What follows belongs to an exercise in optimizing a design on an open flow for small area, a short achievable clock period and few clock cycles per item; a production flow would make more cautious choices.
Function was checked by simulation only, so behaviour that the tests miss may differ from the original.

## flow/design.v (module list and top-level ports; edited modules follow where they fit)
// module chol_mulb: 810 lines
// module cholesky_top: 382 lines
module cholesky_top #(
    parameter int N = 5
) (
    input  logic                             clk,
    input  logic                             rst,
    input  chol_pkg::fixed_t [N*(N+1)/2-1:0] a_in,
    input  logic                             a_valid,
    output logic                             a_ready,
    output chol_pkg::fixed_t [N*(N+1)/2-1:0] l_out,
    output logic                             l_valid,
    output logic                             l_error
);
  // ...
==> flow/run.sh <==
#!/bin/bash
# synth_recipe.tcl (not shown) runs the flow's synth.tcl, then flattens the netlist and writes it again
# the make line also repeats each setting of config.mk as NAME=value (left out here)
make -C /OpenROAD-flow-scripts/flow DESIGN_CONFIG=/design/flow/config.mk WORK_HOME=/design/flow/orfs CLKGATE_MAP_FILE= SYNTH_SCRIPT=/design/flow/synth_recipe.tcl finish
==> flow/config.mk <==
export PLATFORM = sky130hd
export DESIGN_NAME = cholesky_top
export DESIGN_NICKNAME = cholesky_top
export VERILOG_FILES = /design/flow/design.v
export SDC_FILE = /design/flow/constraint.sdc
export NUM_CORES = 4
export LEC_CHECK = 0
export ABC_AREA = 1
export CAP_MARGIN = 20
export CORE_MARGIN = 2
export CORE_UTILIZATION = 40
export SLEW_MARGIN = 20
==> flow/constraint.sdc <==
create_clock -name core_clock -period 16.5 [get_ports {clk}]
set_input_delay 3.3000 -clock core_clock [delete_from_list [all_inputs] [get_ports {clk}]]
set_output_delay 3.3000 -clock core_clock [all_outputs]
set_load 0.01 [all_outputs]
==> key figures, run 1 <==
Logic synthesis
  • Async set or reset register ratio after synthesis: 0%
  • Biggest area consumer among synthesized cells: edfxtp_1
  • Multiplexer area fraction after synthesis: 0.214%
  • Synth cell count leaders: nand2_1, inv_1, a21oi_1
  • Share of the synthesized netlist area taken by xor and xnor gates: 6.70%
  • Proportion of synthesized chip area in sequential cells: 29.4%
  • Largest cells by area after synthesis: edfxtp_1, nand2_1, ha_1

Setup path
  • Worst setup path startpoint: mj[1]$_SDFFE_PP0P_
  • Capturing element type of the critical path: flop
  • Number of cell instances on the worst register-to-register path: 30
  • Reg-to-reg startpoint: mj[1]$_SDFFE_PP0P_
  • Crit start category: flop

Drt
  • Top layer used by detailed routing: met5
  • Length of routed wiring on met1: 206000 µm
  • Via total after detailed routing: 103000
  • Detailed-route wire length per cell: 37.9 µm

Timing
  • Maximum clock frequency: 0.0981 GHz
  • Least-Margin Pin Slew: 1290 ps
  • RSZ-0062 raised after global routing: no

Global route
  • Met2 usage in global routing: 72.0%
  • Most used routing layer in global routing: met2
  • Global-route usage over all layers: 51.3%

Finish
  • Multi-input gate area in the final layout: 54900 µm²
  • Most common library cell in the layout ignoring fill and taps: nand2_1
  • ClkCell Share: 3.53%
  • Top library cells by usage in the layout, fill and taps aside: nand2_1, inv_1, clkdlybuf4s50_1
  • Count of inverters not on the clock network in the layout: 1622

Outcome
  • Result of the run: no timing/DRC/antenna violations

Flow run
  • Number of violations of the max-capacitance limit: 0

Clock network
  • Cell at the root of the clock tree: clkbuf_16

Die
  • Tapcell count: 2958
  • Die footprint: 226000 µm²
Testbench counts, summed over its fixed seeds: cycles 11,737, items 128.
==> module cholesky_top, before the edit <==
module cholesky_top #(
    parameter int N = 5
) (
    input  logic                             clk,
    input  logic                             rst,
    input  chol_pkg::fixed_t [N*(N+1)/2-1:0] a_in,
    input  logic                             a_valid,
    output logic                             a_ready,
    output chol_pkg::fixed_t [N*(N+1)/2-1:0] l_out,
    output logic                             l_valid,
    output logic                             l_error
);
    localparam int NE = 15;
    function automatic logic [3:0] slot(input logic [2:0] r, input logic [2:0] c);
        logic [3:0] base;
        case (r)
            3'd0:    base = 4'd0;
            3'd1:    base = 4'd1;
            3'd2:    base = 4'd3;
            3'd3:    base = 4'd6;
            default: base = 4'd10;
        endcase
        slot = base + {1'b0, c};
    endfunction
    function automatic logic [5:0] blen32(input logic [31:0] v);
        blen32 = '0;
        for (int b = 0; b < 32; b++) begin
            if (v[b]) blen32 = 6'(b + 1);
        end
    endfunction
    function automatic logic [4:0] blen24(input logic [23:0] v);
        blen24 = '0;
        for (int b = 0; b < 24; b++) begin
            if (v[b]) blen24 = 5'(b + 1);
        end
    endfunction
    logic accept, idle, done;
    assign accept  = a_valid && a_ready;
    assign a_ready = idle || done;
    assign l_valid = done;
    logic [31:0] m [NE];
    logic [NE-1:0] wdone;
    logic        wb_en;
    logic [3:0]  wb_slot;
    logic [31:0] wb_val;
    always_ff @(posedge clk) begin
        for (int s = 0; s < NE; s++) begin
            if (accept) begin
                m[s] <= a_in[s];
            end else if (wb_en && wb_slot == 4'(s)) begin
                m[s] <= wb_val;
            end
        end
    end
    always_ff @(posedge clk) begin
        if (rst || accept) begin
            wdone <= '0;
        end else if (wb_en) begin
            wdone[wb_slot] <= 1'b1;
        end
    end
    generate
        for (genvar s = 0; s < NE; s++) begin : g_out
            assign l_out[s] = m[s];
        end
    endgenerate
    localparam logic [65:0] MUL_BIAS = 66'h1555500000000;
    typedef enum logic [1:0] {M_IDLE, M_INIT, M_RUN, M_HOLD} mstate_t;
    mstate_t     mst;
    logic [2:0]  mi, mj, mk;
    logic [2:0]  ni, nj;                            
    logic [65:0] tq;
    logic        hi_p, s2_v, s2_h;                  
    logic [49:0] ps, pc, psq, pcq;
    logic [65:0] ta, l1s, l1c, l2s, l2c, tsum;
    logic [31:0] xport, yport;
    logic        issue, to_prep;
    logic        prep_v, prep_take;
    assign ni = (mi != 3'd4) ? mi + 1'b1 : mj + 1'b1;
    assign nj = (mi != 3'd4) ? mj : mj + 1'b1;
    assign xport = (mst == M_HOLD) ? m[slot(ni, nj)] : m[slot(mi, (mst == M_INIT) ? mj : mk)];
    assign yport = m[slot(mj, mk)];
    assign issue = (mst == M_RUN) && (mk != mj) && !hi_p && wdone[slot(mi, mk)];
    assign to_prep = (mst == M_HOLD) && (!prep_v || prep_take);
    chol_mulb u_mul (
        .neg (1'b1),
        .x   (xport),
        .h   (hi_p ? {yport[31], yport[31:16]} : {1'b0, yport[15:0]}),
        .s   (ps),
        .c   (pc)
    );
    assign ta  = s2_h ? {{16{tq[65]}}, tq[65:16]} : {tq[49:0], 16'hFFFF};
    assign l1s = ta ^ {16'd0, psq} ^ {16'd0, pcq};
    assign l1c = {((ta[64:0] & {15'd0, psq}) | (ta[64:0] & {15'd0, pcq}) | ({15'd0, psq} & {15'd0, pcq})), 1'b0};
    assign l2s = l1s ^ l1c ^ (-MUL_BIAS);
    assign l2c = {((l1s[64:0] & l1c[64:0]) | (l1s[64:0] & (-MUL_BIAS[64:0])) | (l1c[64:0] & (-MUL_BIAS[64:0]))), 1'b0};
    assign tsum = l2s + l2c;
    always_ff @(posedge clk) begin
        psq <= ps;
        pcq <= pc;
    end
    always_ff @(posedge clk) begin
        if ((mst == M_INIT) || to_prep) begin
            tq <= 66'(signed'(xport));
        end else if (s2_v) begin
            tq <= tsum;
        end
    end
    always_ff @(posedge clk) begin
        if (rst) begin
            mst  <= M_IDLE;
            hi_p <= 1'b0;
            s2_v <= 1'b0;
            s2_h <= 1'b0;
            mi   <= '0;
            mj   <= '0;
            mk   <= '0;
        end else begin
            s2_v <= issue || hi_p;
            s2_h <= hi_p;
            hi_p <= issue;
            case (mst)
                M_IDLE: begin
                    if (accept) begin
                        mi  <= '0;
                        mj  <= '0;
                        mst <= M_INIT;
                    end
                end
                M_INIT: begin
                    mst <= M_HOLD;                         
                end
                M_RUN: begin
                    if (hi_p) mk <= mk + 1'b1;
                    if (mk == mj && !hi_p) mst <= M_HOLD;
                end
                M_HOLD: begin
                    if (to_prep) begin
                        mi <= ni;
                        mj <= nj;
                        mk <= '0;
                        if (mi == 3'd4 && mj == 3'd4) begin
                            mst <= M_IDLE;
                        end else if (nj == '0) begin
                            mst <= M_HOLD;
                        end else begin
                            mst <= M_RUN;
                        end
                    end
                end
                default: mst <= M_IDLE;
            endcase
        end
    end
    logic        p_sqrt, p_nonpos, p_neg, p_last;
    logic [3:0]  p_slot;
    logic [31:0] p_vn;
    logic [5:0]  p_blen;
    logic [31:0] a_low, a_mag, a_v;
    logic [5:0]  a_blen;
    logic        a_sqrt;
    assign a_low  = tq[31:0];
    assign a_mag  = a_low[31] ? 32'(-a_low) : a_low;
    assign a_sqrt = (mi == mj);
    assign a_v    = a_sqrt ? a_low : a_mag;
    assign a_blen = blen32(a_v);
    always_ff @(posedge clk) begin
        if (rst) begin
            prep_v <= 1'b0;
        end else if (to_prep) begin
            prep_v <= 1'b1;
        end else if (prep_take) begin
            prep_v <= 1'b0;
        end
    end
    always_ff @(posedge clk) begin
        if (to_prep) begin
            p_sqrt   <= a_sqrt;
            p_nonpos <= tq[65] || tq == '0;
            p_neg    <= a_low[31];
            p_vn     <= a_v << (6'd32 - a_blen);
            p_blen   <= a_blen;
            p_slot   <= slot(mi, mj);
            p_last   <= (mi == 3'd4) && (mj == 3'd4);
        end
    end
    typedef enum logic {B_IDLE, B_STEP} bstate_t;
    bstate_t     bst;
    logic [4:0]  bcnt;
    logic        b_sqrt, b_neg, b_bad, b_dz, b_last;
    logic [3:0]  b_slot;
    logic [28:0] rr;                    
    logic [28:0] t3;                    
    logic [47:0] qd;                    
    logic [23:0] root;
    logic [23:0] dv;                    
    logic [25:0] dv3;                   
    logic [4:0]  dlen;
    logic [4:0]  dlen_eff;
    logic [23:0] root_res;
    logic signed [7:0] st_m;
    logic [5:0]  st_mr, st_lz;
    logic [1:0]  st_r;
    logic [4:0]  st_n;
    logic [71:0] st_w;
    logic [47:0] st_x;
    logic        st_dz, st_zero;
    logic        w_v, w_sqrt, w_neg, w_bad, w_dz, w_last;
    logic [3:0]  w_slot;
    logic [31:0] w_q;
    logic        b_fin;
    assign b_fin     = (bst == B_STEP) && (bcnt == '0);
    assign root_res  = w_bad ? '0 : w_q[23:0];
    assign dlen_eff  = (w_v && w_sqrt) ? blen24(root_res) : dlen;
    assign prep_take = prep_v && (bst == B_IDLE || (b_fin && !(b_sqrt && !p_sqrt)));
    always_comb begin
        st_dz   = (dlen_eff == '0);
        st_m    = 8'(p_blen) + 8'sd17 - 8'(dlen_eff);
        st_zero = (st_m <= 0);
        st_mr   = 6'((st_m + 3) & ~8'sd3);
        st_r    = 2'(st_mr - 6'(st_m));
        st_w    = {p_vn, 40'd0} >> (7'd1 + 7'(st_r));
        st_lz   = 6'd32 - p_blen;
        st_x    = {p_vn, 16'd0} >> st_lz[2:0];
        if (p_sqrt) begin
            st_n = 5'((24 - (st_lz - {3'd0, st_lz[2:0]}) / 2) / 4);
            if (p_nonpos || p_blen == '0) st_n = 5'd1;
        end else begin
            st_n = 5'(st_mr / 4);
            if (st_dz || st_zero) st_n = 5'd1;
        end
    end
    logic [28:0] rs_n;
    logic [47:0] qs_n;
    logic [23:0] root_n;
    logic [28:0] t3_n;
    always_comb begin
        logic [28:0] cand, t1, t2, t3v;
        logic [29:0] e1, e2, e3;
        logic [28:0] u [4];
        logic [1:0]  q;
        rs_n   = rr;
        qs_n   = qd;
        root_n = root;
        t3v    = t3;
        for (int t = 0; t < 2; t++) begin
            cand = {rs_n[24:0], qs_n[47:44]};
            t1   = {2'b00, root_n, 3'b001};
            t2   = {1'b0, root_n, 4'b0100};
            e1   = {1'b0, cand} - {1'b0, t1};
            e2   = {1'b0, cand} - {1'b0, t2};
            e3   = {1'b0, cand} - {1'b0, t3v};
            for (int v = 0; v < 4; v++) u[v] = 29'({t3v, 2'b00} + 31'(24 * v) - 31'd27);
            if (!e3[29]) begin
                q = 2'd3;
                rs_n = e3[28:0];
            end else if (!e2[29]) begin
                q = 2'd2;
                rs_n = e2[28:0];
            end else if (!e1[29]) begin
                q = 2'd1;
                rs_n = e1[28:0];
            end else begin
                q = 2'd0;
                rs_n = cand;
            end
            t3v    = u[q];
            qs_n   = {qs_n[43:0], 4'b0000};
            root_n = {root_n[21:0], q};
        end
        t3_n = t3v;
    end
    logic [28:0] rd_n;
    logic [47:0] qdd_n;
    always_comb begin
        logic [25:0] cand;
        logic [26:0] e1, e2, e3;
        rd_n  = rr;
        qdd_n = qd;
        for (int t = 0; t < 2; t++) begin
            cand  = {rd_n[23:0], qdd_n[47:46]};
            e1    = {1'b0, cand} - {3'b000, dv};
            e2    = {1'b0, cand} - {2'b00, dv, 1'b0};
            e3    = {1'b0, cand} - {1'b0, dv3};
            qdd_n = {qdd_n[45:0], 2'b00};
            if (!e3[26]) begin
                rd_n  = {5'd0, e3[23:0]};
                qdd_n[1:0] = 2'd3;
            end else if (!e2[26]) begin
                rd_n  = {5'd0, e2[23:0]};
                qdd_n[1:0] = 2'd2;
            end else if (!e1[26]) begin
                rd_n  = {5'd0, e1[23:0]};
                qdd_n[1:0] = 2'd1;
            end else begin
                rd_n  = {5'd0, cand[23:0]};
            end
        end
    end
    always_ff @(posedge clk) begin
        if (prep_take) begin
            b_sqrt <= p_sqrt;
            b_neg  <= p_neg;
            b_bad  <= p_nonpos;
            b_dz   <= st_dz;
            b_slot <= p_slot;
            b_last <= p_last;
            root   <= '0;
            t3     <= 29'd9;
            if (p_sqrt) begin
                rr <= '0;
                qd <= st_x;
            end else if (st_zero) begin
                rr <= '0;
                qd <= '0;
            end else begin
                rr <= {5'd0, st_w[71:48]};
                qd <= st_w[47:0];
            end
            bcnt   <= st_n - 1'b1;
        end else begin
            rr   <= b_sqrt ? rs_n : rd_n;
            qd   <= b_sqrt ? qs_n : qdd_n;
            root <= root_n;
            t3   <= t3_n;
            bcnt <= bcnt - 1'b1;
        end
        if (wb_en && w_sqrt) begin
            dlen <= blen24(root_res);
            dv   <= root_res << (5'd24 - blen24(root_res));
            dv3  <= (26'(root_res) * 26'd3) << (5'd24 - blen24(root_res));
        end
    end
    always_ff @(posedge clk) begin
        if (rst) begin
            bst <= B_IDLE;
            w_v <= 1'b0;
        end else begin
            if (prep_take) begin
                bst <= B_STEP;
            end else if (b_fin) begin
                bst <= B_IDLE;
            end
            w_v <= b_fin;
        end
    end
    always_ff @(posedge clk) begin
        if (b_fin) begin
            w_sqrt <= b_sqrt;
            w_neg  <= b_neg;
            w_bad  <= b_bad;
            w_dz   <= b_dz;
            w_last <= b_last;
            w_slot <= b_slot;
            w_q    <= b_sqrt ? {8'd0, root_n} : qdd_n[31:0];
        end
    end
    logic [31:0] qf;
    assign qf      = w_dz ? '1 : w_q;
    assign wb_en   = w_v;
    assign wb_slot = w_slot;
    assign wb_val  = w_sqrt ? {8'd0, root_res} : (w_neg ? 32'(-qf) : qf);
    always_ff @(posedge clk) begin
        if (rst) begin
            idle    <= 1'b1;
            done    <= 1'b0;
            l_error <= 1'b0;
        end else begin
            done <= wb_en && w_last;
            if (accept) begin
                idle <= 1'b0;
            end else if (done) begin
                idle <= 1'b1;
            end
            if (accept) begin
                l_error <= 1'b0;
            end else if (wb_en && w_sqrt && w_bad) begin
                l_error <= 1'b1;
            end
        end
    end
endmodule
==> run 2: changes to the inputs <==
--- a/flow/design.v
+++ b/flow/design.v
@@ -21,6 +21,108 @@
         fixed_t value;
     } chol_wr_t;
 endpackage
+`timescale 1ns/1ps
+module chol_sqrt_step (
+    input  logic [28:0] rr,             
+    input  logic [47:0] qd,             
+    input  logic [23:0] root,
+    input  logic [25:0] p3,             
+    output logic [28:0] rs_n,
+    output logic [47:0] qs_n,
+    output logic [23:0] root_n,
+    output logic [25:0] p3_n
+);
+    always_comb begin
+        logic [28:0] cand, t1, t2, t3v;
+        logic [29:0] e1, e2, e3;
+        logic [25:0] p3v, pm, pp;
+        logic [1:0]  q, q1;
+        logic signed [6:0] c;
+        logic [25:0] p3c [4];
+        pm     = p3 - 1'b1;
+        pp     = p3 + 1'b1;
+        rs_n   = rr;
+        qs_n   = qd;
+        root_n = root;
+        p3v    = p3;
+        q1     = '0;
+        for (int t = 0; t < 2; t++) begin
+            cand = {rs_n[24:0], qs_n[47:44]};
+            t1   = {2'b00, root_n, 3'b001};
+            t2   = {1'b0, root_n, 4'b0100};
+            t3v  = {p3v, 3'b001};
+            e1   = {1'b0, cand} - {1'b0, t1};
+            e2   = {1'b0, cand} - {1'b0, t2};
+            e3   = {1'b0, cand} - {1'b0, t3v};
+            if (!e3[29]) begin
+                q = 2'd3;
+                rs_n = e3[28:0];
+            end else if (!e2[29]) begin
+                q = 2'd2;
+                rs_n = e2[28:0];
+            end else if (!e1[29]) begin
+                q = 2'd1;
+                rs_n = e1[28:0];
+            end else begin
+                q = 2'd0;
+                rs_n = cand;
+            end
+            if (t == 0) begin
+                q1 = q;
+                case (q)
+                    2'd0:    p3v = {pm[23:0], 2'b01};
+                    2'd1:    p3v = {p3[23:0], 2'b00};
+                    2'd2:    p3v = {p3[23:0], 2'b11};
+                    default: p3v = {pp[23:0], 2'b10};
+                endcase
+            end
+            qs_n   = {qs_n[43:0], 4'b0000};
+            root_n = {root_n[21:0], q};
+        end
+        for (int v = 0; v < 4; v++) begin
+            c = 7'(12 * q1 + 3 * v - 15);
+            if (c >= 16)     p3c[v] = {pp[21:0], c[3:0]};
+            else if (c >= 0) p3c[v] = {p3[21:0], c[3:0]};
+            else             p3c[v] = {pm[21:0], c[3:0]};
+        end
+        p3_n = p3c[q];
+    end
+endmodule
+`timescale 1ns/1ps
+module chol_div_step (
+    input  logic [28:0] rr,             
+    input  logic [47:0] qd,             
+    input  logic [23:0] dv,
+    input  logic [25:0] dv3,            
+    output logic [28:0] rd_n,
+    output logic [47:0] qdd_n
+);
+    always_comb begin
+        logic [25:0] cand;
+        logic [26:0] e1, e2, e3;
+        rd_n  = rr;
+        qdd_n = qd;
+        for (int t = 0; t < 2; t++) begin
+            cand  = {rd_n[23:0], qdd_n[47:46]};
+            e1    = {1'b0, cand} - {3'b000, dv};
+            e2    = {1'b0, cand} - {2'b00, dv, 1'b0};
+            e3    = {1'b0, cand} - {1'b0, dv3};
+            qdd_n = {qdd_n[45:0], 2'b00};
+            if (!e3[26]) begin
+                rd_n  = {5'd0, e3[23:0]};
+                qdd_n[1:0] = 2'd3;
+            end else if (!e2[26]) begin
+                rd_n  = {5'd0, e2[23:0]};
+                qdd_n[1:0] = 2'd2;
+            end else if (!e1[26]) begin
+                rd_n  = {5'd0, e1[23:0]};
+                qdd_n[1:0] = 2'd1;
+            end else begin
+                rd_n  = {5'd0, cand[23:0]};
+            end
+        end
+    end
+endmodule
 module chol_mulb (
     input  logic neg,
     input  logic [31:0] x,
@@ -856,6 +958,9 @@
         endcase
         slot = base + {1'b0, c};
     endfunction
+    function automatic logic [14:0] onehot(input logic [3:0] sl);
+        onehot = 15'd1 << sl;
+    endfunction
     function automatic logic [5:0] blen32(input logic [31:0] v);
         blen32 = '0;
         for (int b = 0; b < 32; b++) begin
@@ -899,23 +1004,38 @@
         end
     endgenerate
     localparam logic [65:0] MUL_BIAS = 66'h1555500000000;
-    typedef enum logic [1:0] {M_IDLE, M_INIT, M_RUN, M_HOLD} mstate_t;
+    typedef enum logic [1:0] {M_IDLE, M_RUN, M_HOLD} mstate_t;
     mstate_t     mst;
     logic [2:0]  mi, mj, mk;
     logic [2:0]  ni, nj;                            
+    logic [NE-1:0] xs, ys;                          
     logic [65:0] tq;
     logic        hi_p, s2_v, s2_h;                  
     logic [49:0] ps, pc, psq, pcq;
     logic [65:0] ta, l1s, l1c, l2s, l2c, tsum;
     logic [31:0] xport, yport;
-    logic        issue, to_prep;
-    logic        prep_v, prep_take;
+    logic        issue;
+    logic        ad_v, ad_take, ad_free, ad_nonpos, ad_sqrt, ad_last;
+    logic [31:0] ad_low;
+    logic [3:0]  ad_slot;
+    logic [2:0]  ad_col;
+    logic        drain, to_ad;
+    logic [65:0] ad_src;
     assign ni = (mi != 3'd4) ? mi + 1'b1 : mj + 1'b1;
     assign nj = (mi != 3'd4) ? mj : mj + 1'b1;
-    assign xport = (mst == M_HOLD) ? m[slot(ni, nj)] : m[slot(mi, (mst == M_INIT) ? mj : mk)];
-    assign yport = m[slot(mj, mk)];
-    assign issue = (mst == M_RUN) && (mk != mj) && !hi_p && wdone[slot(mi, mk)];
-    assign to_prep = (mst == M_HOLD) && (!prep_v || prep_take);
+    always_comb begin
+        xport = '0;
+        yport = '0;
+        for (int s = 0; s < NE; s++) begin
+            xport = xport | ({32{xs[s]}} & m[s]);
+            yport = yport | ({32{ys[s]}} & m[s]);
+        end
+    end
+    assign issue = (mst == M_RUN) && (mk != mj) && !hi_p && |(wdone & xs);
+    assign drain   = (mst == M_RUN) && (mk == mj) && !hi_p;
+    assign ad_free = !ad_v || ad_take;
+    assign to_ad   = ((mst == M_HOLD) || drain) && ad_free;
+    assign ad_src  = drain ? tsum : tq;
     chol_mulb u_mul (
         .neg (1'b1),
         .x   (xport),
@@ -934,7 +1054,9 @@
         pcq <= pc;
     end
     always_ff @(posedge clk) begin
-        if ((mst == M_INIT) || to_prep) begin
+        if (accept) begin
+            tq <= 66'(signed'(a_in[0]));                   
+        end else if (to_ad) begin
             tq <= 66'(signed'(xport));
         end else if (s2_v) begin
             tq <= tsum;
@@ -942,6 +1064,25 @@
     end
     always_ff @(posedge clk) begin
         if (rst) begin
+            ad_v <= 1'b0;
+        end else if (to_ad) begin
+            ad_v <= 1'b1;
+        end else if (ad_take) begin
+            ad_v <= 1'b0;
+        end
+    end
+    always_ff @(posedge clk) begin
+        if (to_ad) begin
+            ad_low    <= ad_src[31:0];
+            ad_nonpos <= ad_src[65] || ad_src == '0;
+            ad_sqrt   <= (mi == mj);
+            ad_slot   <= slot(mi, mj);
+            ad_col    <= mj;
+            ad_last   <= (mi == 3'd4) && (mj == 3'd4);
+        end
+    end
+    always_ff @(posedge clk) begin
+        if (rst) begin
             mst  <= M_IDLE;
             hi_p <= 1'b0;
             s2_v <= 1'b0;
@@ -958,26 +1099,45 @@
                     if (accept) begin
                         mi  <= '0;
                         mj  <= '0;
-                        mst <= M_INIT;
+                        xs  <= onehot(slot(3'd1, 3'd0));           
+                        mst <= M_HOLD;
                     end
                 end
-                M_INIT: begin
-                    mst <= M_HOLD;                         
-                end
                 M_RUN: begin
-                    if (hi_p) mk <= mk + 1'b1;
-                    if (mk == mj && !hi_p) mst <= M_HOLD;
+                    if (hi_p) begin
+                        mk <= mk + 1'b1;
+                        xs <= (mk + 1'b1 == mj) ? onehot(slot(ni, nj)) : {xs[NE-2:0], 1'b0};
+                        ys <= {ys[NE-2:0], 1'b0};
+                    end
+                    if (drain) begin
+                        if (ad_free) begin
+                            mi <= ni;
+                            mj <= nj;
+                            mk <= '0;
+                            if (mi == 3'd4 && mj == 3'd4) begin
+                                mst <= M_IDLE;
+                            end else begin
+                                xs  <= onehot(slot(ni, 3'd0));     
+                                ys  <= onehot(slot(nj, 3'd0));
+                            end
+                        end else begin
+                            mst <= M_HOLD;
+                        end
+                    end
                 end
                 M_HOLD: begin
-                    if (to_prep) begin
+                    if (ad_free) begin
                         mi <= ni;
                         mj <= nj;
                         mk <= '0;
                         if (mi == 3'd4 && mj == 3'd4) begin
                             mst <= M_IDLE;
                         end else if (nj == '0) begin
+                            xs  <= onehot((ni != 3'd4) ? slot(ni + 1'b1, 3'd0) : slot(3'd1, 3'd1));
                             mst <= M_HOLD;
                         end else begin
+                            xs  <= onehot(slot(ni, 3'd0));
+                            ys  <= onehot(slot(nj, 3'd0));
                             mst <= M_RUN;
                         end
                     end
@@ -986,221 +1146,238 @@
             endcase
         end
     end
-    logic        p_sqrt, p_nonpos, p_neg, p_last;
-    logic [3:0]  p_slot;
-    logic [31:0] p_vn;
-    logic [5:0]  p_blen;
-    logic [31:0] a_low, a_mag, a_v;
+    logic [31:0] a_low, a_mag, a_v, a_vn;
     logic [5:0]  a_blen;
     logic        a_sqrt;
-    assign a_low  = tq[31:0];
+    assign a_low  = ad_low;
     assign a_mag  = a_low[31] ? 32'(-a_low) : a_low;
-    assign a_sqrt = (mi == mj);
+    assign a_sqrt = ad_sqrt;
     assign a_v    = a_sqrt ? a_low : a_mag;
     assign a_blen = blen32(a_v);
+    assign a_vn   = a_v << (6'd32 - a_blen);
+    logic        ps_v, ps_take, ps_nonpos, ps_last;
+    logic [3:0]  ps_slot;
+    logic [2:0]  ps_col;
+    logic [31:0] ps_vn;
+    logic [5:0]  ps_blen;
+    logic        pd_v, pd_take, pd_neg;
+    logic [3:0]  pd_slot;
+    logic [2:0]  pd_col;
+    logic [31:0] pd_vn;
+    logic [5:0]  pd_blen;
+    assign ad_take = ad_v && (a_sqrt ? (!ps_v || ps_take) : (!pd_v || pd_take));
     always_ff @(posedge clk) begin
         if (rst) begin
-            prep_v <= 1'b0;
-        end else if (to_prep) begin
-            prep_v <= 1'b1;
-        end else if (prep_take) begin
-            prep_v <= 1'b0;
+            ps_v <= 1'b0;
+            pd_v <= 1'b0;
+        end else begin
+            if (ad_take && a_sqrt) begin
+                ps_v <= 1'b1;
+            end else if (ps_take) begin
+                ps_v <= 1'b0;
+            end
+            if (ad_take && !a_sqrt) begin
+                pd_v <= 1'b1;
+            end else if (pd_take) begin
+                pd_v <= 1'b0;
+            end
+        end
+    end
+    always_ff @(posedge clk) begin
+        if (ad_take && a_sqrt) begin
+            ps_nonpos <= ad_nonpos;
+            ps_vn     <= a_vn;
+            ps_blen   <= a_blen;
+            ps_slot   <= ad_slot;
+            ps_col    <= ad_col;
+            ps_last   <= ad_last;
+        end
+        if (ad_take && !a_sqrt) begin
+            pd_neg    <= a_low[31];
+            pd_vn     <= a_vn;
+            pd_blen   <= a_blen;
+            pd_slot   <= ad_slot;
+            pd_col    <= ad_col;
+        end
+    end
+    logic        s_busy, s_done, s_wb;
+    logic [2:0]  scnt;
+    logic        s_bad, s_last;
+    logic [3:0]  s_slot;
+    logic [2:0]  s_col;
+    logic [28:0] srr;                   
+    logic [47:0] sqd;                   
+    logic [23:0] sroot;
+    logic [25:0] sp3;                   
+    logic [28:0] rs_n;
+    logic [47:0] qs_n;
+    logic [23:0] root_n;
+    logic [25:0] p3_n;
+    logic [5:0]  ss_lz;
+    logic [47:0] ss_x;
+    logic [2:0]  ss_n;
+    logic [23:0] root_res;
+    chol_sqrt_step u_sqrt_step (
+        .rr     (srr),
+        .qd     (sqd),
+        .root   (sroot),
+        .p3     (sp3),
+        .rs_n   (rs_n),
+        .qs_n   (qs_n),
+        .root_n (root_n),
+        .p3_n   (p3_n)
+    );
+    assign ss_lz   = 6'd32 - ps_blen;
+    assign ss_x    = {ps_vn, 16'd0} >> ss_lz[2:0];
+    assign ps_take = ps_v && !s_busy && !s_done;
+    assign root_res = s_bad ? '0 : sroot;
+    always_comb begin
+        ss_n = 3'((24 - (ss_lz - {3'd0, ss_lz[2:0]}) / 2) / 4);
+        if (ps_nonpos || ps_blen == '0) ss_n = 3'd1;
+    end
+    always_ff @(posedge clk) begin
+        if (ps_take) begin
+            srr    <= '0;
+            sqd    <= ss_x;
+            sroot  <= '0;
+            sp3    <= 26'd1;
+            scnt   <= ss_n - 1'b1;
+            s_bad  <= ps_nonpos;
+            s_slot <= ps_slot;
+            s_col  <= ps_col;
+            s_last <= ps_last;
+        end else if (s_busy) begin
+            srr    <= rs_n;
+            sqd    <= qs_n;
+            sroot  <= root_n;
+            sp3    <= p3_n;
+            scnt   <= scnt - 1'b1;
         end
     end
     always_ff @(posedge clk) begin
-        if (to_prep) begin
-            p_sqrt   <= a_sqrt;
-            p_nonpos <= tq[65] || tq == '0;
-            p_neg    <= a_low[31];
-            p_vn     <= a_v << (6'd32 - a_blen);
-            p_blen   <= a_blen;
-            p_slot   <= slot(mi, mj);
-            p_last   <= (mi == 3'd4) && (mj == 3'd4);
+        if (rst) begin
+            s_busy <= 1'b0;
+            s_done <= 1'b0;
+        end else begin
+            if (ps_take) begin
+                s_busy <= 1'b1;
+            end else if (s_busy && scnt == '0) begin
+                s_busy <= 1'b0;
+                s_done <= 1'b1;
+            end
+            if (s_wb) s_done <= 1'b0;
         end
     end
-    typedef enum logic {B_IDLE, B_STEP} bstate_t;
-    bstate_t     bst;
-    logic [4:0]  bcnt;
-    logic        b_sqrt, b_neg, b_bad, b_dz, b_last;
-    logic [3:0]  b_slot;
-    logic [28:0] rr;                    
-    logic [28:0] t3;                    
-    logic [47:0] qd;                    
-    logic [23:0] root;
+    logic        d_busy, d_fin;
+    logic [3:0]  dcnt;
+    logic        d_neg, d_dz;
+    logic [3:0]  d_slot;
+    logic [23:0] drr;                   
+    logic [47:0] dqd;                   
+    logic [28:0] rd_n;
+    logic [47:0] qdd_n;
     logic [23:0] dv;                    
     logic [25:0] dv3;                   
     logic [4:0]  dlen;
+    logic [2:0]  piv_col;               
+    logic        piv_ok;
+    logic        d_old, piv_here;
     logic [4:0]  dlen_eff;
-    logic [23:0] root_res;
     logic signed [7:0] st_m;
-    logic [5:0]  st_mr, st_lz;
+    logic [5:0]  st_mr;
     logic [1:0]  st_r;
-    logic [4:0]  st_n;
+    logic [3:0]  st_n;
     logic [71:0] st_w;
-    logic [47:0] st_x;
     logic        st_dz, st_zero;
-    logic        w_v, w_sqrt, w_neg, w_bad, w_dz, w_last;
+    chol_div_step u_div_step (
+        .rr    ({5'd0, drr}),
+        .qd    (dqd),
+        .dv    (dv),
+        .dv3   (dv3),
+        .rd_n  (rd_n),
+        .qdd_n (qdd_n)
+    );
+    logic        w_v, w_neg, w_dz;
     logic [3:0]  w_slot;
     logic [31:0] w_q;
-    logic        b_fin;
-    assign b_fin     = (bst == B_STEP) && (bcnt == '0);
-    assign root_res  = w_bad ? '0 : w_q[23:0];
-    assign dlen_eff  = (w_v && w_sqrt) ? blen24(root_res) : dlen;
-    assign prep_take = prep_v && (bst == B_IDLE || (b_fin && !(b_sqrt && !p_sqrt)));
+    assign d_fin    = d_busy && (dcnt == '0);
+    assign d_old    = d_busy || (pd_v && pd_col != s_col);
+    assign s_wb     = s_done && !w_v && !d_old;
+    assign dlen_eff = s_wb ? blen24(root_res) : dlen;
+    assign piv_here = (piv_ok && piv_col == pd_col) || (s_wb && s_col == pd_col);
+    assign pd_take  = pd_v && piv_here && (!d_busy || d_fin);
     always_comb begin
         st_dz   = (dlen_eff == '0);
-        st_m    = 8'(p_blen) + 8'sd17 - 8'(dlen_eff);
+        st_m    = 8'(pd_blen) + 8'sd17 - 8'(dlen_eff);
         st_zero = (st_m <= 0);
         st_mr   = 6'((st_m + 3) & ~8'sd3);
         st_r    = 2'(st_mr - 6'(st_m));
-        st_w    = {p_vn, 40'd0} >> (7'd1 + 7'(st_r));
-        st_lz   = 6'd32 - p_blen;
-        st_x    = {p_vn, 16'd0} >> st_lz[2:0];
-        if (p_sqrt) begin
-            st_n = 5'((24 - (st_lz - {3'd0, st_lz[2:0]}) / 2) / 4);
-            if (p_nonpos || p_blen == '0) st_n = 5'd1;
-        end else begin
-            st_n = 5'(st_mr / 4);
-            if (st_dz || st_zero) st_n = 5'd1;
-        end
-    end
-    logic [28:0] rs_n;
-    logic [47:0] qs_n;
-    logic [23:0] root_n;
-    logic [28:0] t3_n;
-    always_comb begin
-        logic [28:0] cand, t1, t2, t3v;
-        logic [29:0] e1, e2, e3;
-        logic [28:0] u [4];
-        logic [1:0]  q;
-        rs_n   = rr;
-        qs_n   = qd;
-        root_n = root;
-        t3v    = t3;
-        for (int t = 0; t < 2; t++) begin
-            cand = {rs_n[24:0], qs_n[47:44]};
-            t1   = {2'b00, root_n, 3'b001};
-            t2   = {1'b0, root_n, 4'b0100};
-            e1   = {1'b0, cand} - {1'b0, t1};
-            e2   = {1'b0, cand} - {1'b0, t2};
-            e3   = {1'b0, cand} - {1'b0, t3v};
-            for (int v = 0; v < 4; v++) u[v] = 29'({t3v, 2'b00} + 31'(24 * v) - 31'd27);
-            if (!e3[29]) begin
-                q = 2'd3;
-                rs_n = e3[28:0];
-            end else if (!e2[29]) begin
-                q = 2'd2;
-                rs_n = e2[28:0];
-            end else if (!e1[29]) begin
-                q = 2'd1;
-                rs_n = e1[28:0];
-            end else begin
-                q = 2'd0;
-                rs_n = cand;
-            end
-            t3v    = u[q];
-            qs_n   = {qs_n[43:0], 4'b0000};
-            root_n = {root_n[21:0], q};
-        end
-        t3_n = t3v;
-    end
-    logic [28:0] rd_n;
-    logic [47:0] qdd_n;
-    always_comb begin
-        logic [25:0] cand;
-        logic [26:0] e1, e2, e3;
-        rd_n  = rr;
-        qdd_n = qd;
-        for (int t = 0; t < 2; t++) begin
-            cand  = {rd_n[23:0], qdd_n[47:46]};
-            e1    = {1'b0, cand} - {3'b000, dv};
-            e2    = {1'b0, cand} - {2'b00, dv, 1'b0};
-            e3    = {1'b0, cand} - {1'b0, dv3};
-            qdd_n = {qdd_n[45:0], 2'b00};
-            if (!e3[26]) begin
-                rd_n  = {5'd0, e3[23:0]};
-                qdd_n[1:0] = 2'd3;
-            end else if (!e2[26]) begin
-                rd_n  = {5'd0, e2[23:0]};
-                qdd_n[1:0] = 2'd2;
-            end else if (!e1[26]) begin
-                rd_n  = {5'd0, e1[23:0]};
-                qdd_n[1:0] = 2'd1;
-            end else begin
-                rd_n  = {5'd0, cand[23:0]};
-            end
-        end
+        st_w    = {pd_vn, 40'd0} >> (7'd1 + 7'(st_r));
+        st_n    = 4'(st_mr / 4);
+        if (st_dz || st_zero) st_n = 4'd1;
     end
     always_ff @(posedge clk) begin
-        if (prep_take) begin
-            b_sqrt <= p_sqrt;
-            b_neg  <= p_neg;
-            b_bad  <= p_nonpos;
-            b_dz   <= st_dz;
-            b_slot <= p_slot;
-            b_last <= p_last;
-            root   <= '0;
-            t3     <= 29'd9;
-            if (p_sqrt) begin
-                rr <= '0;
-                qd <= st_x;
-            end else if (st_zero) begin
-                rr <= '0;
-                qd <= '0;
+        if (pd_take) begin
+            if (st_zero) begin
+                drr <= '0;
+                dqd <= '0;
             end else begin
-                rr <= {5'd0, st_w[71:48]};
-                qd <= st_w[47:0];
+                drr <= st_w[71:48];
+                dqd <= st_w[47:0];
             end
-            bcnt   <= st_n - 1'b1;
+            dcnt   <= st_n - 1'b1;
+            d_neg  <= pd_neg;
+            d_dz   <= st_dz;
+            d_slot <= pd_slot;
         end else begin
-            rr   <= b_sqrt ? rs_n : rd_n;
-            qd   <= b_sqrt ? qs_n : qdd_n;
-            root <= root_n;
-            t3   <= t3_n;
-            bcnt <= bcnt - 1'b1;
-        end
-        if (wb_en && w_sqrt) begin
-            dlen <= blen24(root_res);
-            dv   <= root_res << (5'd24 - blen24(root_res));
-            dv3  <= (26'(root_res) * 26'd3) << (5'd24 - blen24(root_res));
+            drr  <= rd_n[23:0];
+            dqd  <= qdd_n;
+            dcnt <= dcnt - 1'b1;
+        end
+        if (d_fin) begin
+            w_neg  <= d_neg;
+            w_dz   <= d_dz;
+            w_slot <= d_slot;
+            w_q    <= qdd_n[31:0];
+        end
+        if (s_wb) begin
+            dlen    <= blen24(root_res);
+            dv      <= root_res << (5'd24 - blen24(root_res));
+            dv3     <= (26'(root_res) * 26'd3) << (5'd24 - blen24(root_res));
+            piv_col <= s_col;
         end
     end
     always_ff @(posedge clk) begin
         if (rst) begin
-            bst <= B_IDLE;
-            w_v <= 1'b0;
+            d_busy <= 1'b0;
+            w_v    <= 1'b0;
+            piv_ok <= 1'b0;
         end else begin
-            if (prep_take) begin
-                bst <= B_STEP;
-            end else if (b_fin) begin
-                bst <= B_IDLE;
+            if (pd_take) begin
+                d_busy <= 1'b1;
+            end else if (d_fin) begin
+                d_busy <= 1'b0;
+            end
+            w_v <= d_fin;
+            if (accept) begin
+                piv_ok <= 1'b0;
+            end else if (s_wb) begin
+                piv_ok <= 1'b1;
             end
-            w_v <= b_fin;
-        end
-    end
-    always_ff @(posedge clk) begin
-        if (b_fin) begin
-            w_sqrt <= b_sqrt;
-            w_neg  <= b_neg;
-            w_bad  <= b_bad;
-            w_dz   <= b_dz;
-            w_last <= b_last;
-            w_slot <= b_slot;
-            w_q    <= b_sqrt ? {8'd0, root_n} : qdd_n[31:0];
         end
     end
     logic [31:0] qf;
     assign qf      = w_dz ? '1 : w_q;
-    assign wb_en   = w_v;
-    assign wb_slot = w_slot;
-    assign wb_val  = w_sqrt ? {8'd0, root_res} : (w_neg ? 32'(-qf) : qf);
+    assign wb_en   = w_v || s_wb;
+    assign wb_slot = w_v ? w_slot : s_slot;
+    assign wb_val  = w_v ? (w_neg ? 32'(-qf) : qf) : {8'd0, root_res};
     always_ff @(posedge clk) begin
         if (rst) begin
             idle    <= 1'b1;
             done    <= 1'b0;
             l_error <= 1'b0;
         end else begin
-            done <= wb_en && w_last;
+            done <= s_wb && s_last;
             if (accept) begin
                 idle <= 1'b0;
             end else if (done) begin
@@ -1208,7 +1385,7 @@
             end
             if (accept) begin
                 l_error <= 1'b0;
-            end else if (wb_en && w_sqrt && w_bad) begin
+            end else if (s_wb && s_bad) begin
                 l_error <= 1'b1;
             end
         end
--- a/flow/config.mk
+++ b/flow/config.mk
@@ -10,3 +10,4 @@
 export CORE_MARGIN = 2
 export CORE_UTILIZATION = 40
 export SLEW_MARGIN = 20
+export SYNTH_HIERARCHICAL = 1
==> key figures, run 2 <==
Finish
  • Register containing the most flip-flops in the final layout: m
  • Layout cell share with drive strength beyond 1: 5.46%
  • Leading registers by flop count: m: 480 flops, tq: 66 flops
  • Synthesis-to-layout area growth: 16.9%
  • Flip-flop count of the largest register after layout: 480
  • Final nets: 15300
  • Most common library cell in the layout ignoring fill and taps: nand2_1
  • Final instance count without filler cells: 17600
  • Top library cells by usage in the layout, fill and taps aside: nand2_1, inv_1, clkdlybuf4s50_1

Global route
  • Met1 Track Usage GR: 51.7%
  • Pin count of the biggest net entering global routing: 199
  • Via count of the first global-routing pass: 99000
  • Wire length of the first global-routing pass: 842000 µm
  • Global-route usage over all layers: 47.8% (-3.5 points)
  • Most used routing layer in global routing: met2
  • Met2 usage in global routing: 68.1% (-3.9 points)
  • Remaining global-route overflow: 0
  • Initial antenna violation count: 124
  • Met3 Use GR: 20.2%

Drt
  • Detailed Route WL: 630000 µm
  • Remaining number of nets flagged by the antenna check after routing: 0
  • TritonRoute pass-1 iters: 14
  • Via total after detailed routing: 107000 (+3.9%)
  • Number of DRC violations after detailed-routing iteration 0: 15700
  • Number of remaining DRC errors: 0
  • Vias per cell: 6.10
  • Detailed-route wire length per cell: 35.9 µm (-5.3%)

Die
  • Initial standard-cell utilization of the core: 40.1%
  • Die footprint: 255000 µm² (+13%)
  • Die boundary width: 505 µm
  • I/O pins: 966
  • Placeable core region: 251000 µm²
  • Y dimension of the die: 505 µm
  • Rows: 184

Timing
  • Final hold viol count: 0
  • Least-Margin Pin Slew: 1360 ps (+69.8 ps)
  • Setup skew after layout: 93.7 ps
  • Clock period minus worst slack: 8260 ps
  • Share of the cycle needed by the critical path after routing: 50.1%
  • Relative max-transition margin: 9.19%
  • Final Max Slew Viols: 0
  • RSZ-0062 raised after global routing: no
  • Setup tns final: 0 ps
  • Final number of setup-violating endpoints: 0
  • Maximum clock frequency: 0.121 GHz (+23%)

Placed design
  • Placed cell count: 17200
  • Number of buffer cells added on primary ports: 965
  • Placer Congestion: 1.15
  • Final HPWL DP: 491000 µm

Clock network
  • CTS tree: yes
  • Clock latency on the worst-skew pair: 920 ps
  • Deepest clock path buffer count: 3
  • Post-cts hold buffer count: 0
  • Number of H-tree branching levels: 4
  • Clock-pin slew reported for the worst setup and hold paths after clock tree synthesis: 80 ps
  • Setup Fix Bufs, Post-CTS: 0
  • Clock sink count: 1163
  • Post-cts sizing count: 0
  • Number of buffers created by CTS: 144
  • Cell at the root of the clock tree: clkbuf_16

Setup path
  • Required time worst endpoint: 17240 ps
  • Register-to-register path setup slack: 8240 ps
  • Worst Setup Path Type: flop to flop
  • Critical Path Fanout Max: 31
  • Capturing element type of the critical path: flop
  • Data arrival time of the worst path: 9000 ps
  • Crit start category: flop

Flow run
  • Number of violations of the max-capacitance limit: 0 (unchanged)

Logic synthesis
  • Post-synthesis cell area: 101000 µm²
  • Post-synthesis cell count: 13500
  • Avg Inst Size Synth: 7.44 µm²
  • Synthesis Warnings: 11

Hold path
  • Path type of the worst min-delay path: flop to flop

Outcome
  • Result of the run: no timing/DRC/antenna violations
[run 2: changes by cell type in the layout (fill, tap and decap cells not counted), moves of 60 or more]
cell      delta
nand4_1     +90
o22ai_1    -369
edfxtp_1   +176
nand3_1    +149
a21oi_1     -77
buf_4       -60
o21ai_0     -96
nand2_1   +1310
inv_1       +95
[run 2: layout make-up]
| cell class | instances | area [µm²] |
|---|---|---|
| fillers | 25600 | 133000 |
| multi-input cells | 9853 | 58500 |
| flip-flops and latches | 1163 | 32000 |
| repair buffers | 1174 | 11200 |
| inverters | 1669 | 6310 |
| well taps | 3348 | 4190 |
| clock buffers | 183 | 3860 |
| clock inverters | 83 | 1210 |
| diodes | 87 | 218 |
[run 2: per-stage QoR]
| stage | utilization [%] | hold WS [ps] | worst slack, ps | instance area, µm² |
|---|---|---|---|---|
| 2_1_floorplan | - | 400 | 10590 | 101000 |
| 3_3_place_gp | 44.7 | 396 | 8890 | 112000 |
| 3_5_place_dp | 44.7 | 401 | 8790 | 112000 |
| 4_1_cts | 46.8 | 412 | 8760 | 117000 |
| 5_1_grt | 46.8 | 421 | 8040 | 117000 |
| 6_report | 46.9 | 404 | 8240 | 117000 |
[run 2: worst paths after layout]
check,depth (start not counted),from,endpoint
max,21,ys[1]$_DFFE_PP_,pcq[20]$_DFF_P_
min,0,d_slot[0]$_DFFE_PP_,w_slot[0]$_DFFE_PP_
max reg2reg,21,ys[1]$_DFFE_PP_,pcq[20]$_DFF_P_
min reg2reg,0,d_slot[0]$_DFFE_PP_,w_slot[0]$_DFFE_PP_
[run 2: routing by layer]
layer | share of wire (%) | wire length [µm] | vias up
li1 | - | - | 45800
met1 | 33 | 210000 | 50700
met2 | 41 | 255000 | 7908
met3 | 13 | 81800 | 2560
met4 | 13 | 81600 | 56
met5 | 0.15 | 922 | -
[run 2: worst max-delay path, cell delays in order (launching register included)]
cell      delay (ps)
edfxtp_1         870
nand2_1          220
nand3_1           90
a21oi_1          190
nand2_1           80
a221oi_1         480
nand4_1          180
a221oi_1        1080
nand3_1          200
a211oi_1         640
a41oi_1          330
inv_1            200
nand2_1          120
nand2_1          120
nand2_2          620
o22ai_1          430
xor2_1           270
fa_1             480
fa_1             430
fa_1             520
inv_1             50
fa_1             450
Testbench counts of run 2, summed over its fixed seeds: cycles 10,597, items 128.
==> run 3: changes to the inputs <==
--- a/flow/config.mk
+++ b/flow/config.mk
@@ -8,6 +8,6 @@
 export ABC_AREA = 1
 export CAP_MARGIN = 20
 export CORE_MARGIN = 2
-export CORE_UTILIZATION = 40
+export CORE_UTILIZATION = 33
 export SLEW_MARGIN = 20
 export SYNTH_HIERARCHICAL = 1
==> key figures, run 3 <==
Hold path
  • Min-Delay Path Depth: 2 (+2)
  • Worst Min Path Start: dqd[20]$_SDFF_PP0_
  • WHS Endpoint: dqd[24]$_SDFF_PP0_
  • Path type of the worst min-delay path: flop to flop

Finish
  • Synthesis-to-layout area growth: 17.6%
  • Flip-flop count of the largest register after layout: 480 (unchanged)
  • Layout cell share with drive strength beyond 1: 5.52% (+0.061 points)
  • Register containing the most flip-flops in the final layout: m
  • Leading registers by flop count: m: 480 flops, tq: 66 flops
  • Final instance count without filler cells: 18200 (+3.6%)
  • Most common library cell in the layout ignoring fill and taps: nand2_1
  • Final nets: 15300 (+0.092%)
  • Top library cells by usage in the layout, fill and taps aside: nand2_1, inv_1, clkdlybuf4s50_1

Drt
  • Via total after detailed routing: 105000 (-1.5%)
  • Number of DRC violations after detailed-routing iteration 0: 14900 (-5.0%)
  • Number of remaining DRC errors: 0 (unchanged)
  • TritonRoute pass-1 iters: 7 (-7)
  • Detailed-route wire length per cell: 34.2 µm (-4.5%)
  • Detailed Route WL: 623000 µm (-1.1%)
  • Vias per cell: 5.79 (-5.0%)
  • Remaining number of nets flagged by the antenna check after routing: 0 (unchanged)

Die
  • Die footprint: 309000 µm² (+21%)
  • Initial standard-cell utilization of the core: 33.2% (-6.9 points)
  • I/O pins: 966 (unchanged)
  • Rows: 202 (+9.8%)
  • Placeable core region: 303000 µm² (+21%)
  • Y dimension of the die: 556 µm (+10%)
  • Die boundary width: 556 µm (+10%)

Timing
  • Relative max-transition margin: 10.5% (+1.3 points)
  • Worst hold margin: 393 ps (-11.4 ps)
  • Maximum clock frequency: 0.120 GHz (-0.75%)
  • Clock period minus worst slack: 8320 ps (+62.5 ps)
  • Final Max Slew Viols: 0 (unchanged)
  • Final number of setup-violating endpoints: 0 (unchanged)
  • Least-Margin Pin Slew: 1340 ps (-18.9 ps)
  • Setup tns final: 0 ps (unchanged)
  • Slack of the critical path: 8180 ps (-62.5 ps)
  • Setup skew after layout: 98.4 ps (+4.72 ps)
  • RSZ-0062 raised after global routing: no
  • Final hold viol count: 0 (unchanged)
  • Share of the cycle needed by the critical path after routing: 50.4% (+0.38 points)

Flow run
  • Number of violations of the max-capacitance limit: 0 (unchanged)

Clock network
  • Clock-pin slew reported for the worst setup and hold paths after clock tree synthesis: 60 ps (-20 ps)
  • Deepest clock path buffer count: 4 (+1)
  • CTS tree: yes
  • Clock latency on the worst-skew pair: 900 ps (-20 ps)
  • Number of buffers created by CTS: 153 (+6.3%)
  • Post-cts sizing count: 0 (unchanged)
  • Cell at the root of the clock tree: clkbuf_16
  • Setup Fix Bufs, Post-CTS: 0 (unchanged)
  • Number of H-tree branching levels: 4 (unchanged)
  • Post-cts hold buffer count: 0 (unchanged)
  • Clock sink count: 1163 (unchanged)

Global route
  • Wire length of the first global-routing pass: 830000 µm (-1.4%)
  • Initial antenna violation count: 95 (-23%)
  • Pin count of the biggest net entering global routing: 169 (-15%)
  • Global-route usage over all layers: 39.0% (-8.8 points)
  • Remaining global-route overflow: 0 (unchanged)
  • Via count of the first global-routing pass: 96800 (-2.2%)

Setup path
  • Reg-to-reg critical path endpoint: srr[22]$_SDFFE_PP0P_
  • Data arrival time of the worst path: 9080 ps (+80 ps)
  • Critical Path Fanout Max: 26 (-16%)
  • CP most frequent cell: nand2_1
  • Reg-to-reg startpoint: sp3[0]$_SDFFE_PP1P_
  • Number of cell instances on the worst register-to-register path: 32 (+52%)
  • Crit start category: flop
  • Capturing element type of the critical path: flop
  • Worst Setup Path Type: flop to flop
  • CP max stage delay: 830 ps (-250 ps)
  • Required time worst endpoint: 17250 ps (about the same)
  • Register-to-register path setup slack: 8180 ps (-60 ps)
  • Slowest-stage cell, CP: nor2_2

Placed design
  • Number of buffer cells added on primary ports: 965 (unchanged)
  • Placed cell count: 17800 (+3.7%)
  • Placer Congestion: 1.11 (-4.0%)
  • Final HPWL DP: 491000 µm (-0.14%)
  • Worst setup slack after placement: 8630 ps (-162 ps)

Outcome
  • Result of the run: no timing/DRC/antenna violations

Logic synthesis
  • Avg Inst Size Synth: 7.44 µm² (unchanged)
  • Synthesis Warnings: 11 (unchanged)
  • Post-synthesis cell count: 13500 (unchanged)
  • Post-synthesis cell area: 101000 µm² (unchanged)
## run 3: per-stage QoR
| step | instance area (µm²) | util (%) |
|---|---|---|
| finish | 118000 | 39.0 |
| global placement | 113000 | 37.3 |
| detailed placement | 113000 | 37.3 |
| floorplan | 101000 | - |
| CTS | 118000 | 38.9 |
| global route | 118000 | 39.0 |
## run 3: how the worst max path moves through the flow
stage                        start              endpoint  depth (start not counted)
2_1_floorplan              a_valid       tq[0]$_DFFE_PP_                          6
3_3_place_gp   sp3[0]$_SDFFE_PP1P_  srr[22]$_SDFFE_PP0P_                         32
3_5_place_dp   sp3[0]$_SDFFE_PP1P_  srr[21]$_SDFFE_PP0P_                         32
4_1_cts        sp3[0]$_SDFFE_PP1P_  srr[21]$_SDFFE_PP0P_                         32
5_1_grt        sp3[0]$_SDFFE_PP1P_   sp3[8]$_SDFFE_PP0P_                         29
6_report       sp3[0]$_SDFFE_PP1P_  srr[22]$_SDFFE_PP0P_                         32
## run 3: worst max-delay path, delay by kind of cell (launching register included)
| family | cells | cell delay, ps |
|---|---|---|
| AO/OA/AOI/OAI | 4 | 1290 |
| AND/OR/NAND/NOR | 20 | 3940 |
| adder cells (fa/ha/maj) | 2 | 870 |
| flip-flops | 1 | 660 |
| buffers and inverters | 6 | 1410 |
## run 3: layout make-up
class	instances	area (µm²)
Antenna cell	87	218
Clock buffer	195	4080
Clock inverter	72	845
Fill cell	31700	185000
Inverter	1669	6310
Multi-Input combinational cell	9853	58600
Sequential cell	1163	32000
Tap cell	3978	4980
Timing Repair Buffer	1179	11300
## run 3: metal layers
metal	track usage, %	part of all wire [%]	vias up
met5	0.109	0.089	-
met4	38.4	12	48
met3	14.2	12	2159
met2	57.1	42	7312
met1	43.2	35	50000
li1	-	-	45900

-- port drivers added, routing unchanged --
The flow's constraints put no driver on any port. The routed layouts listed below were extracted and timed again, unchanged, in two steps. Step 1 (the two cells are an assumption about what drives the block):
set clk [get_ports {clk}]
set_driving_cell -lib_cell sky130_fd_sc_hd__clkbuf_16 $clk
set_driving_cell -lib_cell sky130_fd_sc_hd__buf_2 [delete_from_list [all_inputs] $clk]
Step 2, shift: input delay + t, output delay - t, t = (earliest + latest rising clock arrival at the registers) / 2. This alone moves slack from input paths to output paths. Slacks: ideal / step 1 / step 2; pairs: ideal / step 1.
| run | t (ns) | setup slack, ns | latest minus earliest clock arrival (ns) | cell pins on the clock port's net |
|---|---|---|---|---|
| run 1 | 0.911 | 6.303 / 6.303 / 6.303 | 0.062 / 0.062 | 1 |
| run 2 | 0.987 | 8.239 / 8.239 / 8.239 | 0.094 / 0.094 | 1 |
| run 3 | 0.952 | 8.176 / 8.176 / 8.176 | 0.109 / 0.109 | 1 |
After both steps every run listed still meets setup and hold.
